Source: an optimization exercise on an open RTL-to-GDS flow (aim: a short achievable clock period and few clock cycles). Production flows keep margins and buffers that such runs may drop.
Only simulation tests tie the RTL to the original design; equivalence was not proved.
Power is estimated from default activity; no workload was simulated.

<file path="flow/design.v">
`default_nettype none
package isa_pkg;
	typedef enum logic [5:0] {
		R_TYPE = 6'b000000,
		J      = 6'b000010,
		BEQ    = 6'b000100,
		BNE    = 6'b000101,
		ADDIU  = 6'b001001,
		ANDI   = 6'b001100,
		ORI    = 6'b001101,
		LUI    = 6'b001111,
		LW     = 6'b100011,
		SW     = 6'b101011,
		HALT   = 6'b111111
	} opcode_e;
	typedef enum logic [5:0] {
		SLL  = 6'b000000,
		ADDU = 6'b100001,
		SUBU = 6'b100011,
		AND  = 6'b100100,
		OR   = 6'b100101,
		XOR  = 6'b100110,
		SLT  = 6'b101010
	} funct_e;
	typedef enum logic [3:0] {
		ALU_ADD,
		ALU_SUB,
		ALU_AND,
		ALU_OR,
		ALU_XOR,
		ALU_SLT,
		ALU_SLL,
		ALU_LUI
	} alu_op_e;
	typedef struct packed {
		opcode_e                  opcode;
		logic [5-1:0]  rs;
		logic [5-1:0]  rt;
		logic [5-1:0]  rd;
		logic [5-1:0]  shamt;
		funct_e                   funct;
	} instr_t;
endpackage
`default_nettype wire
`default_nettype none
package pipe_pkg;
	typedef struct packed {
		logic [31:0]                 instruction;    
		logic [6-1:0]  pc_plus1;
	} if_id_t;
	typedef struct packed {
		logic                        valid;
		logic [3:0]                  alu_op;         
		logic                        alu_src_imm;    
		logic [5-1:0]     shamt;
		logic [5-1:0]     rs;
		logic [5-1:0]     rt;
		logic [5-1:0]     write_reg;
		logic [32-1:0]    data_ra;
		logic [32-1:0]    data_rb;
		logic [32-1:0]    imm_ext;
		logic                        mem_read;
		logic                        mem_write;
		logic                        reg_write;
		logic                        mem_to_reg;
		logic                        halt;
	} id_ex_t;
	typedef struct packed {
		logic                        valid;
		logic [32-1:0]    alu_result;     
		logic [32-1:0]    store_data;
		logic [5-1:0]     write_reg;
		logic                        mem_read;
		logic                        mem_write;
		logic                        reg_write;
		logic                        mem_to_reg;
		logic                        halt;
	} ex_mem_t;
	typedef struct packed {
		logic                        reg_write;
		logic [5-1:0]     write_reg;
		logic [32-1:0]    write_data;
	} wb_t;
	typedef struct packed {
		logic                        reg_write;      
		logic [5-1:0]     write_reg;
		logic [32-1:0]    data;
	} fwd_t;
endpackage
`default_nettype wire
`timescale 1ns/1ps
`default_nettype none
module pipeline (
	input  wire                         clock,
	input  wire                         i_arst_n,
	input  wire                         i_start,
	input  wire                         i_im_we,
	input  wire [6-1:0]   i_im_addr,
	input  wire [32-1:0]     i_im_data,
	input  wire [5-1:0]      i_reg_dbg_addr,
	input  wire [6-1:0]   i_dm_dbg_addr,
	output logic [32-1:0]    o_reg_dbg_data,
	output logic [32-1:0]    o_dm_dbg_data,
	output logic [6-1:0]  o_pc,
	output logic                        o_halt
);
	localparam [5:0] OP_R = 6'h00, OP_J = 6'h02, OP_BEQ = 6'h04, OP_BNE = 6'h05,
		OP_ADDIU = 6'h09, OP_ANDI = 6'h0c, OP_ORI = 6'h0d, OP_LUI = 6'h0f,
		OP_LW = 6'h23, OP_SW = 6'h2b, OP_HALT = 6'h3f;
	localparam int R_ADD = 0, R_SUB = 1, R_AND = 2, R_OR = 3, R_XOR = 4, R_SLT = 5,
		R_SLL = 6, R_B = 7, R_LD = 8, NR = 9;
	logic run_q;       
	logic halt_q;      
	logic ex_halt;     
	logic start;
	assign start = i_start && !run_q;
	always_ff @(posedge clock or negedge i_arst_n) begin
		if (!i_arst_n) begin
			run_q  <= 1'b0;
			halt_q <= 1'b0;
		end else if (start) begin
			run_q  <= 1'b1;
			halt_q <= 1'b0;
		end else if (ex_halt) begin
			run_q  <= 1'b0;
			halt_q <= 1'b1;
		end
	end
	assign o_halt = halt_q;
	logic [31:0] im_w   [64];
	logic [5:0]  im_tgt [64];    
	logic        im_j   [64];    
	logic        im_br  [64];    
	logic [1:0]  im_bp  [64];    
	logic [5:0]  ld_op;
	logic [5:0]  ld_tgt;
	logic        bp_we;
	logic [5:0]  bp_wa;
	logic [1:0]  bp_wd;
	assign ld_op  = i_im_data[31:26];
	assign ld_tgt = (ld_op == OP_J) ? i_im_data[5:0] : i_im_addr + 6'd1 + i_im_data[5:0];
	always_ff @(posedge clock) begin
		if (i_im_we && !run_q) begin
			im_w[i_im_addr]   <= i_im_data;
			im_tgt[i_im_addr] <= ld_tgt;
			im_j[i_im_addr]   <= (ld_op == OP_J);
			im_br[i_im_addr]  <= (ld_op == OP_BEQ) || (ld_op == OP_BNE);
		end
	end
	always_ff @(posedge clock) begin
		if (i_im_we && !run_q)
			im_bp[i_im_addr] <= (ld_op == OP_BNE) ? 2'd2 : 2'd1;
		else if (bp_we)
			im_bp[bp_wa] <= bp_wd;
	end
	logic [5:0]  pc_q;           
	logic [5:0]  pc_inc;
	logic [31:0] f_w;
	logic [5:0]  f_tgt;
	logic        f_j, f_br;
	logic [1:0]  f_bp;
	logic        f_pt;           
	logic [5:0]  f_npc, f_alt;
	logic        redirect;       
	logic [5:0]  redirect_pc;
	assign pc_inc = pc_q + 6'd1;
	assign f_w    = im_w[pc_q];
	assign f_tgt  = im_tgt[pc_q];
	assign f_j    = im_j[pc_q];
	assign f_br   = im_br[pc_q];
	assign f_bp   = im_bp[pc_q];
	assign f_pt   = f_j || (f_br && f_bp[1]);
	assign f_npc  = f_pt ? f_tgt : pc_inc;
	assign f_alt  = f_pt ? pc_inc : f_tgt;
	logic        fd_v;
	logic [31:0] fd_w;
	logic [5:0]  fd_pc;
	logic [5:0]  fd_alt;
	logic [1:0]  fd_bp;
	logic        fd_pt;
	always_ff @(posedge clock or negedge i_arst_n) begin
		if (!i_arst_n) begin
			pc_q <= '0;
			fd_v <= 1'b0;
		end else if (!run_q) begin
			pc_q <= start ? f_npc : 6'd0;
			fd_v <= 1'b1;
		end else if (ex_halt) begin
			pc_q <= 6'd0;
			fd_v <= 1'b0;
		end else if (redirect) begin
			pc_q <= redirect_pc;
			fd_v <= 1'b0;
		end else begin
			pc_q <= f_npc;
			fd_v <= 1'b1;
		end
	end
	always_ff @(posedge clock) begin
		fd_w   <= f_w;
		fd_pc  <= pc_q;
		fd_alt <= f_alt;
		fd_bp  <= f_bp;
		fd_pt  <= f_pt;
	end
	logic [31:0] regs [32];
	logic [4:0]  d_rs, d_rt, d_rd;
	logic [5:0]  d_op, d_fn;
	logic [15:0] d_imm;
	logic [31:0] d_ra, d_rb;
	logic [4:0]  d_dst;
	logic [NR-1:0] d_sel;
	logic        d_imm_b;        
	logic [31:0] d_bimm;
	logic        d_sw, d_br, d_bne, d_halt;
	logic [4:0]  w_dst;          
	logic [31:0] w_res;
	assign d_op  = fd_w[31:26];
	assign d_rs  = fd_w[25:21];
	assign d_rt  = fd_w[20:16];
	assign d_rd  = fd_w[15:11];
	assign d_fn  = fd_w[5:0];
	assign d_imm = fd_w[15:0];
	assign d_ra = (w_dst != 5'd0 && w_dst == d_rs) ? w_res :
		(d_rs == 5'd0) ? 32'd0 : regs[d_rs];
	assign d_rb = (w_dst != 5'd0 && w_dst == d_rt) ? w_res :
		(d_rt == 5'd0) ? 32'd0 : regs[d_rt];
	always_comb begin
		d_dst   = 5'd0;
		d_sel   = '0;
		d_imm_b = 1'b1;
		d_bimm  = {{16{d_imm[15]}}, d_imm};
		d_sw    = 1'b0;
		d_br    = 1'b0;
		d_bne   = 1'b0;
		d_halt  = 1'b0;
		case (d_op)
			OP_R: begin
				d_imm_b = 1'b0;
				d_dst   = d_rd;
				case (d_fn)
					6'h21: d_sel[R_ADD] = 1'b1;
					6'h23: d_sel[R_SUB] = 1'b1;
					6'h24: d_sel[R_AND] = 1'b1;
					6'h25: d_sel[R_OR]  = 1'b1;
					6'h26: d_sel[R_XOR] = 1'b1;
					6'h2a: d_sel[R_SLT] = 1'b1;
					6'h00: d_sel[R_SLL] = 1'b1;
					default: d_dst = 5'd0;
				endcase
			end
			OP_ADDIU: begin
				d_dst = d_rt;
				d_sel[R_ADD] = 1'b1;
			end
			OP_ANDI: begin
				d_dst  = d_rt;
				d_bimm = {16'd0, d_imm};
				d_sel[R_AND] = 1'b1;
			end
			OP_ORI: begin
				d_dst  = d_rt;
				d_bimm = {16'd0, d_imm};
				d_sel[R_OR] = 1'b1;
			end
			OP_LUI: begin
				d_dst  = d_rt;
				d_bimm = {d_imm, 16'd0};
				d_sel[R_B] = 1'b1;
			end
			OP_LW: begin
				d_dst = d_rt;
				d_sel[R_LD] = 1'b1;
			end
			OP_SW: d_sw = 1'b1;
			OP_BEQ: begin
				d_imm_b = 1'b0;
				d_br    = 1'b1;
			end
			OP_BNE: begin
				d_imm_b = 1'b0;
				d_br    = 1'b1;
				d_bne   = 1'b1;
			end
			OP_HALT: d_halt = 1'b1;
			default: ;
		endcase
	end
	logic [4:0]  e_dst;
	logic [NR-1:0] e_sel;
	logic [31:0] e_a, e_b, e_sd;
	logic        e_fa, e_fb, e_fsd;    
	logic [4:0]  e_sh;
	logic        e_sw, e_br, e_bne, e_halt, e_pt;
	logic [1:0]  e_bp;
	logic [5:0]  e_pc, e_alt;
	logic        d_go;                 
	assign d_go = run_q && fd_v && !redirect && !ex_halt;
	always_ff @(posedge clock or negedge i_arst_n) begin
		if (!i_arst_n) begin
			e_dst  <= '0;
			e_sw   <= 1'b0;
			e_br   <= 1'b0;
			e_halt <= 1'b0;
		end else begin
			e_dst  <= d_go ? d_dst : 5'd0;
			e_sw   <= d_go && d_sw;
			e_br   <= d_go && d_br;
			e_halt <= d_go && d_halt;
		end
	end
	always_ff @(posedge clock) begin
		e_sel <= d_sel;
		e_a   <= d_ra;
		e_b   <= d_imm_b ? d_bimm : d_rb;
		e_sd  <= d_rb;
		e_fa  <= (e_dst != 5'd0) && (e_dst == d_rs);
		e_fb  <= !d_imm_b && (e_dst != 5'd0) && (e_dst == d_rt);
		e_fsd <= (e_dst != 5'd0) && (e_dst == d_rt);
		e_sh  <= fd_w[10:6];
		e_bne <= d_bne;
		e_pt  <= fd_pt;
		e_bp  <= fd_bp;
		e_pc  <= fd_pc;
		e_alt <= fd_alt;
	end
	logic [31:0] dmem [64];
	logic [31:0] x_a, x_b, x_sd;
	logic [31:0] x_add, x_sub, x_sll, x_ld, x_res;
	logic        x_slt;
	logic [5:0]  x_addr;
	logic        x_taken;
	assign x_a  = e_fa  ? w_res : e_a;
	assign x_b  = e_fb  ? w_res : e_b;
	assign x_sd = e_fsd ? w_res : e_sd;
	assign x_add  = x_a + x_b;
	assign x_sub  = x_a - x_b;
	assign x_slt  = (x_a[31] != x_b[31]) ? x_a[31] : x_sub[31];
	assign x_sll  = x_b << e_sh;
	assign x_addr = x_a[5:0] + x_b[5:0];
	assign x_ld   = dmem[x_addr];
	always_comb begin
		x_res = '0;
		if (e_sel[R_ADD]) x_res = x_res | x_add;
		if (e_sel[R_SUB]) x_res = x_res | x_sub;
		if (e_sel[R_AND]) x_res = x_res | (x_a & x_b);
		if (e_sel[R_OR])  x_res = x_res | (x_a | x_b);
		if (e_sel[R_XOR]) x_res = x_res | (x_a ^ x_b);
		if (e_sel[R_SLT]) x_res = x_res | {31'd0, x_slt};
		if (e_sel[R_SLL]) x_res = x_res | x_sll;
		if (e_sel[R_B])   x_res = x_res | x_b;
		if (e_sel[R_LD])  x_res = x_res | x_ld;
	end
	assign x_taken     = (x_a == x_b) ^ e_bne;
	assign redirect    = e_br && (x_taken != e_pt);
	assign redirect_pc = e_alt;
	assign ex_halt     = e_halt;
	assign bp_we = e_br;
	assign bp_wa = e_pc;
	assign bp_wd = x_taken ? ((e_bp == 2'd3) ? 2'd3 : e_bp + 2'd1) :
		((e_bp == 2'd0) ? 2'd0 : e_bp - 2'd1);
	always_ff @(posedge clock) begin
		if (e_sw)
			dmem[x_addr] <= x_sd;
		o_dm_dbg_data <= dmem[i_dm_dbg_addr];
	end
	always_ff @(posedge clock or negedge i_arst_n) begin
		if (!i_arst_n)
			w_dst <= '0;
		else
			w_dst <= e_dst;
	end
	always_ff @(posedge clock)
		w_res <= x_res;
	logic [5:0] opc_q;
	always_ff @(posedge clock or negedge i_arst_n) begin
		if (!i_arst_n)
			opc_q <= '0;
		else if (ex_halt)
			opc_q <= e_pc + 6'd1;
	end
	assign o_pc = opc_q;
	always_ff @(posedge clock or negedge i_arst_n) begin
		if (!i_arst_n) begin
			for (int i = 0; i < 32; i++)
				regs[i] <= '0;
		end else if (w_dst != 5'd0) begin
			regs[w_dst] <= w_res;
		end
	end
	always_ff @(posedge clock)
		o_reg_dbg_data <= (i_reg_dbg_addr == 5'd0) ? 32'd0 : regs[i_reg_dbg_addr];
endmodule
`default_nettype wire
</file>
<file path="flow/run.sh">
#!/bin/bash
# synth_recipe.tcl (not shown) runs the flow's synth.tcl, then flattens the netlist and writes it again
# the make line also repeats each setting of config.mk as NAME=value (left out here)
make -C /OpenROAD-flow-scripts/flow DESIGN_CONFIG=/design/flow/config.mk WORK_HOME=/design/flow/orfs CLKGATE_MAP_FILE= SYNTH_SCRIPT=/design/flow/synth_recipe.tcl finish
</file>
<file path="flow/config.mk">
export PLATFORM = sky130hd
export DESIGN_NAME = pipeline
export DESIGN_NICKNAME = pipeline
export VERILOG_FILES = /design/flow/design.v
export SDC_FILE = /design/flow/constraint.sdc
export NUM_CORES = 8
export LEC_CHECK = 0
export CAP_MARGIN = 20
export CORE_MARGIN = 2
export CORE_UTILIZATION = 30
export PLACE_DENSITY = 0.45
export SETUP_SLACK_MARGIN = 3.5
export SLEW_MARGIN = 20
</file>
<file path="flow/constraint.sdc">
create_clock -name core_clock -period 8.0 [get_ports {clock}]
set_input_delay 1.6000 -clock core_clock [delete_from_list [all_inputs] [get_ports {clock}]]
set_output_delay 1.6000 -clock core_clock [all_outputs]
set_load 0.01 [all_outputs]
</file>
==> results.json <==
{
  "crit_fanout": 11,
  "insertion_delay_ns": 1.23,
  "grt_pass1_vias": 179004,
  "multi_input_area_um2": 92600,
  "worst_slack_ns": 3.15,
  "place_hpwl_mm": 724,
  "grtUsageMet2_pct": 39.6,
  "maxCapViolCount": 0,
  "grt_max_degree": 150,
  "busiest_layer": "met2",
  "routedWlPerCell_um": 42.2,
  "antenna_found_initial": 110,
  "clockBufferDepth": 4,
  "fin_area_um2": 318000,
  "status": "no timing/DRC/antenna violations",
  "use_met1_pct": 35.8,
  "grt-ovfl-total": 0,
  "core_um2": 887000,
  "synth_area_per_cell_um2": 16.1,
  "crit_type": "reg -> reg",
  "min_path_type": "reg -> reg",
  "max_freq_mhz": 206,
  "drt-total-wl_mm": 1250,
  "synth_edf_count": 4736,
  "dr.pass1.iters": 14,
  "drv_slew": 0,
  "grtUsageTotal_pct": 26.7,
  "rows": 346,
  "grt_pass1_wl_mm": 1660,
  "yosys.area.top_type_share_pct": 53.3,
  "die_w_um": 947,
  "placed_area_um2": 288000,
  "synth_area_um2": 267000,
  "synth-seq-area-share_pct": 64.9,
  "cts_tree": "done",
  "drtIter0Drc": 32995,
  "ys_warn_count": 2,
  "portBuffers": 123,
  "regArea_um2": 173000,
  "die_area_um2": 897000,
  "critPathArrivalTime_ns": 5.87,
  "initial_utilization_pct": 30.1,
  "nNetsFinal": 17373,
  "cts-root-buf": "clkbuf_16",
  "ctsHoldBuffers": 0,
  "place_congestion": 0.951,
  "leakagePower_nw": 109,
  "tns_ns": 0,
  "min_period_ns": 4.85,
  "worstMarginPinSlew_ns": 1.36,
  "cts.reportedPaths.clkPinSlew_ns": 0.06,
  "tritoncts.num_buffers": 685,
  "synthTopCellsByArea": "edfxtp_1, mux4_2, dfrtp_1",
  "crit_path_start_kind": "register",
  "max_slew_margin_pct": 9.62,
  "syn2layout_area_growth_pct": 19.1,
  "ys_ff_latch": 6028,
  "post-place-ws_ns": 1.40,
  "rsz0062_at_grt": "true",
  "hold_viol": 0,
  "crit_path_end_kind": "register",
  "skew_ns": 0.129,
  "yosys.area.top_type": "edfxtp_1",
  "cp.required_ns": 9.02,
  "use_met3_pct": 8.06,
  "via_per_inst": 6.31,
  "fp.dieH_um": 947,
  "p_per_area_nw_per_um2": 375,
  "drc_errors": 0,
  "final_common_cell": "edfxtp_1",
  "netlist_instances": 16560,
  "yosys.cell_types.count": 90,
  "final_cell_mix": "edfxtp_1, mux4_2, mux2_2",
  "n_fill_cell": 83443,
  "cts.sinks": 6028,
  "vias": 187299,
  "drive_gt1_share_pct": 30.9,
  "drt.antenna.violating_nets": 0,
  "synth_ff_type": "edfxtp_1",
  "vdd_ir_drop_max_v": 0.000369,
  "syn-num-nets": 16732,
  "ios": 124,
  "setup_viol": 0,
  "fin_crit_sh_pct": 60.6,
  "htreeDepth": 6,
  "postSynth.asyncResetShare_pct": 16.9
}
where the power goes:
group / internal (mW) / switching (mW) / leakage (nW)
Clock: 17.9 / 13.7 / 10.8
Sequential: 36.3 / 1.62 / 59.5
Combinational: 17.0 / 32.6 / 39.2
worst paths after layout:
| check | depth (start not counted) | startpoint | to | slack, ns |
|---|---|---|---|---|
| worst max-delay path | 15 | e_fb | w_res[30] | 3.15 |
| min in group asynchronous | 1 | i_arst_n | regs[16][15] | 0.39 |
| worst max register to register | 15 | e_fb | w_res[30] | 3.15 |
| max in group asynchronous | 3 | i_arst_n | regs[19][30] | 5.49 |
| worst min register to register | 0 | fd_pt | e_pt | 0.32 |
| worst min-delay path | 0 | fd_pt | e_pt | 0.32 |
kinds of logic (layout without fill, tap and decap cells):
group	after synthesis	in the layout	synth area share (%)
other cells	0	99	0
fa+ha+maj	119	119	0.570
xor+xnor	53	53	0.180
buf+inv	1499	2700	2.28
simple gates	2428	2429	4.14
flops	6028	6028	64.9
compound gates	3373	3376	9.09
mux	3060	3060	18.8
state kept, by name, indices dropped and copies added, names as in the netlist, 9 cells and up:
register        count
im_tgt            384
e_sel               9
e_b                32
w_res              32
o_reg_dbg_data     32
regs              992
dmem             2048
e_a                32
im_bp             128
im_j               64
o_dm_dbg_data      32
im_br              64
fd_w               32
im_w             2048
e_sd               32
what timing repair did:
item                                    in CTS  in global routing
endpoints found under the setup margin    2229                297
pin swaps                                  114                137
buffers inserted                           188                129
resized for setup                          432                303
gates cloned                                29                 23
critical path: stages (launching register included):
cell and delay [ns]:
dfxtp_4 0.40, buf_12 0.11, mux2i_4 0.22, inv_2 0.07, ha_4 0.17, fa_4 0.56, xnor2_4 0.49, buf_6 0.18
buf_12 0.16, buf_16 0.19, nor2_1 0.08, a211oi_2 0.40, o22ai_2 0.15, o41ai_4 0.95, o2111ai_1 0.22, a221o_1 0.31
routing by layer:
layer	up-vias	wire length, um
met2	14464	537000
met4	74	77300
li1	69442	-
met1	99203	496000
met3	4116	144000
met5	-	791
through the flow:
stage | util, % | hold WS (ns) | power, mW | std cells
after floorplan | - | 0.310 | 60.0 | 16560
after global placement | 32.4 | 0.310 | 79.5 | 27955
after detailed placement | 32.4 | 0.312 | 79.5 | 27970
after CTS | 35.5 | 0.324 | 116 | 29438
after global routing | 35.8 | 0.330 | 122 | 29626
final | 35.8 | 0.317 | 119 | 29696
synth_stat cells, types with 34 or more instances:
master    instances
a21oi_1         724
a221oi_1        396
a222oi_1        110
a22o_1          337
a22oi_1         912
a31oi_1          72
and3_1           39
buf_1           253
buf_2           179
clkbuf_1        886
dfrtp_1        1020
dfxtp_1         272
edfxtp_1       4736
ha_1            115
inv_1           130
mux2_2         1099
mux2i_1         509
mux4_2         1451
nand2_1        1007
nand3_1         246
nand4_1         257
nor2_1          478
nor3_1          181
nor4_1           69
o21ai_0         222
o221ai_1        115
o22ai_1         164
o31ai_1          34
area by class of cell:
class / count / area share [%]
inverter: 135 / 0.170
clock inverter: 344 / 1.08
timing repair buffer: 1314 / 4.48
tap: 11832 / 4.66
clock buffer: 907 / 5.88
multi-input combinational: 9037 / 29.1
antenna: 99 / 0.0780
sequential: 6028 / 54.5
Testbench counts, summed over its fixed seeds: cycles 43,838.

## port drivers added, routing unchanged
In the flow no input, the clock included, has a driving cell. The finished layout below was timed again as built, in two steps. Step 1, drivers: a clkbuf_16 drives clock and a buf_2 each remaining input, both assumed. Step 2, shift: input delay + t, output delay - t, t = (earliest + latest rising clock arrival at the registers) / 2. This alone moves slack from input paths to output paths. Slacks: no drivers / after step 1 / after step 2; pairs: no drivers / after step 1.
t (ns): 1.325
setup slack, ns: 3.152 / 3.152 / 2.138
worst slew at a driven data input, ns: 0.44
cell pins on the clock port's net: 1
After both steps setup and hold are still met in this run. For this run, drivers alone change the setup slack by 0.000 ns; drivers and shift together by -1.014 ns.
